What follows belongs to an exercise in optimizing a design on an open flow for small area; a production flow would make more cautious choices. Only simulation tests tie the RTL to the original design; equivalence was not proved. No activity file was given, so power comes from the tool's default toggle rates.

==> raven: inputs <==
==> flow/design.v <==
module tpic_readback #(
    parameter int WIDTH   = 432,
    parameter int CLK_DIV = 2
) (
    input  logic             clk_i,
    input  logic             reset_n_i,
    input  logic             start_i,
    input  logic [WIDTH-1:0] data_i,
    input  logic             tpic_miso_i,
    output logic             sclk_o,
    output logic             sout_o,
    output logic             rck_o,
    output logic             busy_o,
    output logic             done_o,
    output logic [WIDTH-1:0] readback_o,
    output logic             mismatch_o,
    output logic [15:0]      error_count_o
);
    localparam int BW = (WIDTH > 1) ? $clog2(WIDTH) : 1;
    localparam int EW = $clog2(WIDTH + 1);
    localparam logic [BW-1:0] LAST_BIT = BW'(WIDTH - 1);
    logic             busy_q;      
    logic             ld_q;        
    logic             fin_q;       
    logic             done_q;
    logic             seen_q;      
    logic             ph0_q, ph1_q;
    logic [BW-1:0]    bitCnt_q;    
    logic             cap_q;       
    logic             msb;         
    logic [EW-1:0]    errCount;
    wire ld   = ~busy_q & start_i;              
    wire run  = busy_q & ~ld_q & ~fin_q;        
    wire capt = ph0_q & ~ph1_q;                 
    wire sh   = ph1_q & ~ph0_q;                 
    wire last = sh & ((bitCnt_q & LAST_BIT) == LAST_BIT);
    always_ff @(posedge clk_i or negedge reset_n_i) begin
        if (!reset_n_i) begin
            busy_q <= 1'b0;
            ld_q   <= 1'b0;
            fin_q  <= 1'b0;
            done_q <= 1'b0;
            seen_q <= 1'b0;
            ph0_q  <= 1'b0;
            ph1_q  <= 1'b0;
        end else begin
            busy_q <= ld | (busy_q & ~fin_q);
            ld_q   <= ld;
            fin_q  <= last;
            done_q <= fin_q;
            seen_q <= seen_q | ld;
            ph0_q  <= run & ~ph1_q;
            ph1_q  <= run & ph0_q;
        end
    end
    always_ff @(posedge clk_i) begin
        if (ld_q)
            bitCnt_q <= '0;
        else if (sh)
            bitCnt_q <= bitCnt_q + BW'(1);
        if (capt)
            cap_q <= tpic_miso_i;
    end
    tpic_readback_image #(
        .WIDTH (WIDTH)
    ) u_image (
        .clk_i       (clk_i),
        .reset_n_i   (reset_n_i),
        .data_i      (data_i),
        .ld_i        (ld),
        .nsh_i       (~sh),
        .nhd_i       (ld | sh),
        .cap_i       (cap_q),
        .seen_i      (seen_q),
        .clr_i       (ld_q),
        .capt_i      (capt),
        .miso_i      (tpic_miso_i),
        .msb_o       (msb),
        .rb_o        (readback_o),
        .errCount_o  (errCount)
    );
    assign sclk_o        = ph1_q;
    assign sout_o        = busy_q & ~fin_q & msb;
    assign rck_o         = 1'b0;
    assign busy_o        = busy_q;
    assign done_o        = done_q;
    assign mismatch_o    = |errCount;
    assign error_count_o = 16'(errCount);
endmodule
module tpic_readback_image #(
    parameter int WIDTH = 432,
    parameter int EW    = $clog2(WIDTH + 1)
) (
    input  logic             clk_i,
    input  logic             reset_n_i,
    input  logic [WIDTH-1:0] data_i,
    input  logic             ld_i,
    input  logic             nsh_i,
    input  logic             nhd_i,
    input  logic             cap_i,
    input  logic             seen_i,
    input  logic             clr_i,
    input  logic             capt_i,
    input  logic             miso_i,
    output logic             msb_o,
    output logic [WIDTH-1:0] rb_o,
    output logic [EW-1:0]    errCount_o
);
    logic [WIDTH-1:0] imgN_q;
    logic [EW-1:0]    errCount_q;
    wire [WIDTH-1:0] prevN = {imgN_q[WIDTH-2:0], ~cap_i};
    wire [WIDTH-1:0] t     = ~((prevN | {WIDTH{nsh_i}}) & (imgN_q | {WIDTH{nhd_i}}));
    always_ff @(posedge clk_i) begin
        imgN_q <= ~((data_i & {WIDTH{ld_i}}) | t);
    end
    always_ff @(posedge clk_i or negedge reset_n_i) begin
        if (!reset_n_i)
            errCount_q <= '0;
        else if (clr_i)
            errCount_q <= '0;
        else if (capt_i && (miso_i == imgN_q[WIDTH-1]))
            errCount_q <= errCount_q + EW'(1);
    end
    assign msb_o      = ~imgN_q[WIDTH-1];
    assign rb_o       = ~imgN_q & {WIDTH{seen_i}};
    assign errCount_o = errCount_q;
endmodule
==> flow/flow/run.sh <==
#!/bin/bash
# The standard layout with two changes:
# - the port buffers are the platform's smallest buffer (buf_1) rather than
#   the one buffer_ports picks by default;
# - CTS inserts no dummy loads (same clustering settings as config.mk).
set -euo pipefail
CTS='-sink_clustering_enable -repair_clock_nets -dont_use_dummy_load -buf_list sky130_fd_sc_hd__clkbuf_8 -sink_clustering_size 14 -sink_clustering_max_diameter 60'
bash standard.sh 'BUFFER_PORTS_ARGS=-buffer_cell sky130_fd_sc_hd__buf_1' "CTS_ARGS=$CTS" finish > standard.log 2>&1
==> flow/standard.sh <==
#!/bin/bash
# synth_recipe.tcl (not shown) runs the flow's synth.tcl, then flattens the netlist and writes it again
# the make line also repeats each setting of config.mk as NAME=value (left out here)
make -C /OpenROAD-flow-scripts/flow DESIGN_CONFIG=/design/flow/config.mk WORK_HOME=/design/flow/orfs CLKGATE_MAP_FILE= SYNTH_SCRIPT=/design/flow/synth_recipe.tcl "${@:-finish}"
==> flow/config.mk <==
export PLATFORM = sky130hd
export DESIGN_NAME = tpic_readback
export DESIGN_NICKNAME = tpic_readback
export VERILOG_FILES = /design/flow/design.v
export SDC_FILE = /design/flow/constraint.sdc
export NUM_CORES = 4
export LEC_CHECK = 0
export ABC_AREA = 1
export CAP_MARGIN = 20
export CORE_AREA = 2 2 368 88
export CTS_BUF_LIST = sky130_fd_sc_hd__clkbuf_8
export CTS_CLUSTER_DIAMETER = 60
export CTS_CLUSTER_SIZE = 14
export DIE_AREA = 0 0 370 90
export SLEW_MARGIN = 20
export SYNTH_HIERARCHICAL = 1
export SYNTH_MINIMUM_KEEP_SIZE = 0
==> flow/constraint.sdc <==
create_clock -name core_clock -period 10.0 [get_ports {clk_i}]
set_input_delay 2.0000 -clock core_clock [delete_from_list [all_inputs] [get_ports {clk_i}]]
set_output_delay 2.0000 -clock core_clock [all_outputs]
set_load 0.01 [all_outputs]
==> garnet: changes against raven <==
==> flow/design.v (replaced) <==
module tpic_readback #(
    parameter int WIDTH   = 432,
    parameter int CLK_DIV = 2
) (
    input  logic             clk_i,
    input  logic             reset_n_i,
    input  logic             start_i,
    input  logic [WIDTH-1:0] data_i,
    input  logic             tpic_miso_i,
    output logic             sclk_o,
    output logic             sout_o,
    output logic             rck_o,
    output logic             busy_o,
    output logic             done_o,
    output logic [WIDTH-1:0] readback_o,
    output logic             mismatch_o,
    output logic [15:0]      error_count_o
);
    localparam int CW = $clog2(4 * WIDTH + 1);
    localparam int EW = $clog2(WIDTH + 1);
    localparam logic [CW-1:0] LAST_CNT = CW'(4 * WIDTH - 1);
    typedef enum logic [1:0] {
        IDLE,
        LOAD,
        RUN,
        FIN
    } state_t;
    state_t           state_q;
    logic [CW-1:0]    cnt_q;       
    logic             cap_q;       
    logic             valid_q;     
    logic             done_q;
    logic [EW-1:0]    errCount_q;
    logic [WIDTH-1:0] imgN_q;      
    wire msb = ~imgN_q[WIDTH-1];
    always_ff @(posedge clk_i or negedge reset_n_i) begin
        if (!reset_n_i) begin
            state_q    <= IDLE;
            cnt_q      <= '0;
            cap_q      <= 1'b0;
            valid_q    <= 1'b0;
            done_q     <= 1'b0;
            errCount_q <= '0;
        end else begin
            done_q <= 1'b0;
            unique case (state_q)
                IDLE: begin
                    if (start_i) begin
                        state_q    <= LOAD;
                        errCount_q <= '0;
                    end
                end
                LOAD: state_q <= RUN;
                RUN: begin
                    cnt_q <= cnt_q + CW'(1);
                    if (cnt_q[1:0] == 2'd1) begin
                        cap_q <= tpic_miso_i;
                        if (tpic_miso_i != msb)
                            errCount_q <= errCount_q + EW'(1);
                    end
                    if (cnt_q == LAST_CNT)
                        state_q <= FIN;
                end
                FIN: begin
                    state_q <= IDLE;
                    cnt_q   <= '0;
                    valid_q <= 1'b1;
                    done_q  <= 1'b1;
                end
            endcase
        end
    end
    wire ld = (state_q == IDLE) & start_i;
    wire sh = (state_q == RUN) & (cnt_q[1:0] == 2'd3);
    wire hd = ~(ld | sh);
    wire [WIDTH-1:0] img  = ~imgN_q;
    wire [WIDTH-1:0] prev = {img[WIDTH-2:0], cap_q};
    always_ff @(posedge clk_i) begin
        imgN_q <= ~(({WIDTH{hd}} & img) | ({WIDTH{sh}} & prev) | ({WIDTH{ld}} & data_i));
    end
    assign sclk_o        = cnt_q[1];
    assign sout_o        = (state_q == LOAD || state_q == RUN) & msb;
    assign rck_o         = 1'b0;
    assign busy_o        = (state_q != IDLE);
    assign done_o        = done_q;
    assign readback_o    = valid_q ? ~imgN_q : '0;
    assign mismatch_o    = |errCount_q;
    assign error_count_o = 16'(errCount_q);
endmodule
==> flow/flow/run.sh (replaced) <==
#!/bin/bash
# The standard layout, except that the port buffers are the platform's
# smallest buffer (buf_1) rather than the one buffer_ports picks by default.
set -euo pipefail
bash standard.sh 'BUFFER_PORTS_ARGS=-buffer_cell sky130_fd_sc_hd__buf_1' finish > standard.log 2>&1
- SYNTH_HIERARCHICAL: 1 -> unset
- SYNTH_MINIMUM_KEEP_SIZE: 0 -> unset
==> cedar: changes against raven <==
--- a/flow/design.v
+++ b/flow/design.v
@@ -38,21 +38,19 @@
         if (!reset_n_i) begin
             busy_q <= 1'b0;
-            ld_q   <= 1'b0;
             fin_q  <= 1'b0;
             done_q <= 1'b0;
             seen_q <= 1'b0;
-            ph0_q  <= 1'b0;
             ph1_q  <= 1'b0;
         end else begin
             busy_q <= ld | (busy_q & ~fin_q);
-            ld_q   <= ld;
             fin_q  <= last;
             done_q <= fin_q;
             seen_q <= seen_q | ld;
-            ph0_q  <= run & ~ph1_q;
             ph1_q  <= run & ph0_q;
         end
     end
     always_ff @(posedge clk_i) begin
+        ld_q  <= ld;
+        ph0_q <= run & ~ph1_q;
         if (ld_q)
             bitCnt_q <= '0;
==> flow/flow/run.sh (replaced) <==
#!/bin/bash
# The standard layout with two changes:
# - the port buffers are the platform's smallest buffer (buf_1) rather than
#   the one buffer_ports picks by default;
# - CTS inserts no dummy loads (same clustering settings as config.mk).
set -euo pipefail
CTS='-sink_clustering_enable -repair_clock_nets -dont_use_dummy_load -buf_list sky130_fd_sc_hd__clkbuf_8 -sink_clustering_size 16 -sink_clustering_max_diameter 60'
bash standard.sh 'BUFFER_PORTS_ARGS=-buffer_cell sky130_fd_sc_hd__buf_1' "CTS_ARGS=$CTS" finish > standard.log 2>&1
- CTS_CLUSTER_SIZE: 14 -> 16
==> results.txt <==
Result of the run: raven finished clean; garnet finished clean; cedar finished clean
Pin count of the biggest net entering global routing: raven 221; garnet 242; cedar 231
Sequential-cell power consumption: raven 2440 uW; garnet 3570 uW; cedar 2590 uW
Metal2 WL: raven 29.3 mm; garnet 30.6 mm; cedar 28.7 mm
Antenna fix cells: raven 6; garnet 1; cedar 4
Number of multi-input combinational cells in the layout: raven 1426; garnet 1450; cedar 1426
Wire length of the first global-routing pass: raven 90.6 mm; garnet 97.8 mm; cedar 89.8 mm
Sequential cell area share: raven 44.1%; garnet 43.8%; cedar 44.2%
Fraction of cell area in non-clock buffers: raven 16.3%; garnet 16.1%; cedar 16.4%
Yosys synthesis warning count: raven 8; garnet 1; cedar 8
Final #Nets: raven 3281; garnet 3309; cedar 3276
Inverter count of the layout excluding clock inverters: raven 26; garnet 27; cedar 26
Met2 track utilization from global routing: raven 57.0%; garnet 59.5%; cedar 56.3%
Timing startpoint of the critical path: raven seen_q$_DFF_PN0_; garnet valid_q$_DFFE_PN0P_; cedar seen_q$_DFF_PN0_
Area added between synthesis and finish: raven 18.0%; garnet 19.9%; cedar 17.7%
Critical path peak fanout: raven 199; garnet 241; cedar 123
Number of enable-type register cells in the synthesized netlist: raven 1; garnet 0; cedar 1
Complex-gate fraction of the synthesized area: raven 27.7%; garnet 28.3%; cedar 27.7%
Worst Clk Skew: raven 0.0190 ns; garnet 0.0168 ns; cedar 0.0332 ns

[static timing again, ports no longer ideal]
The flow's constraints put no driver on any port. The routed layouts listed below were extracted and timed again, unchanged, in two steps. Step 1 (the two cells are an assumption about what drives the block):
set clk [get_ports {clk_i}]
set_driving_cell -lib_cell sky130_fd_sc_hd__clkbuf_16 $clk
set_driving_cell -lib_cell sky130_fd_sc_hd__buf_2 [delete_from_list [all_inputs] $clk]
Step 2 moves the port delays by t, midway between the first and last clock arrival at a register: inputs arrive t later, outputs are due t later. That takes back most of the time a late clock gives input paths. Three values: ideal ports, drivers, drivers and shift; two values: the first two.
run	t, ns	slack for setup (ns)	worst setup path at the end	slew at the worst register clock pin (ns)	pins driven straight from the clock port
raven	0.629	5.098 / 5.041 / 5.031	input to register	0.10 / 0.10	1
garnet	0.639	5.261 / 5.202 / 5.606	input to register	0.10 / 0.10	1
cedar	0.631	5.005 / 4.947 / 4.898	input to register	0.12 / 0.12	1
After both steps every run listed still meets setup and hold. The setup slack of cedar, which loses most, moves by -0.058 ns with the drivers and by -0.107 ns with both steps.
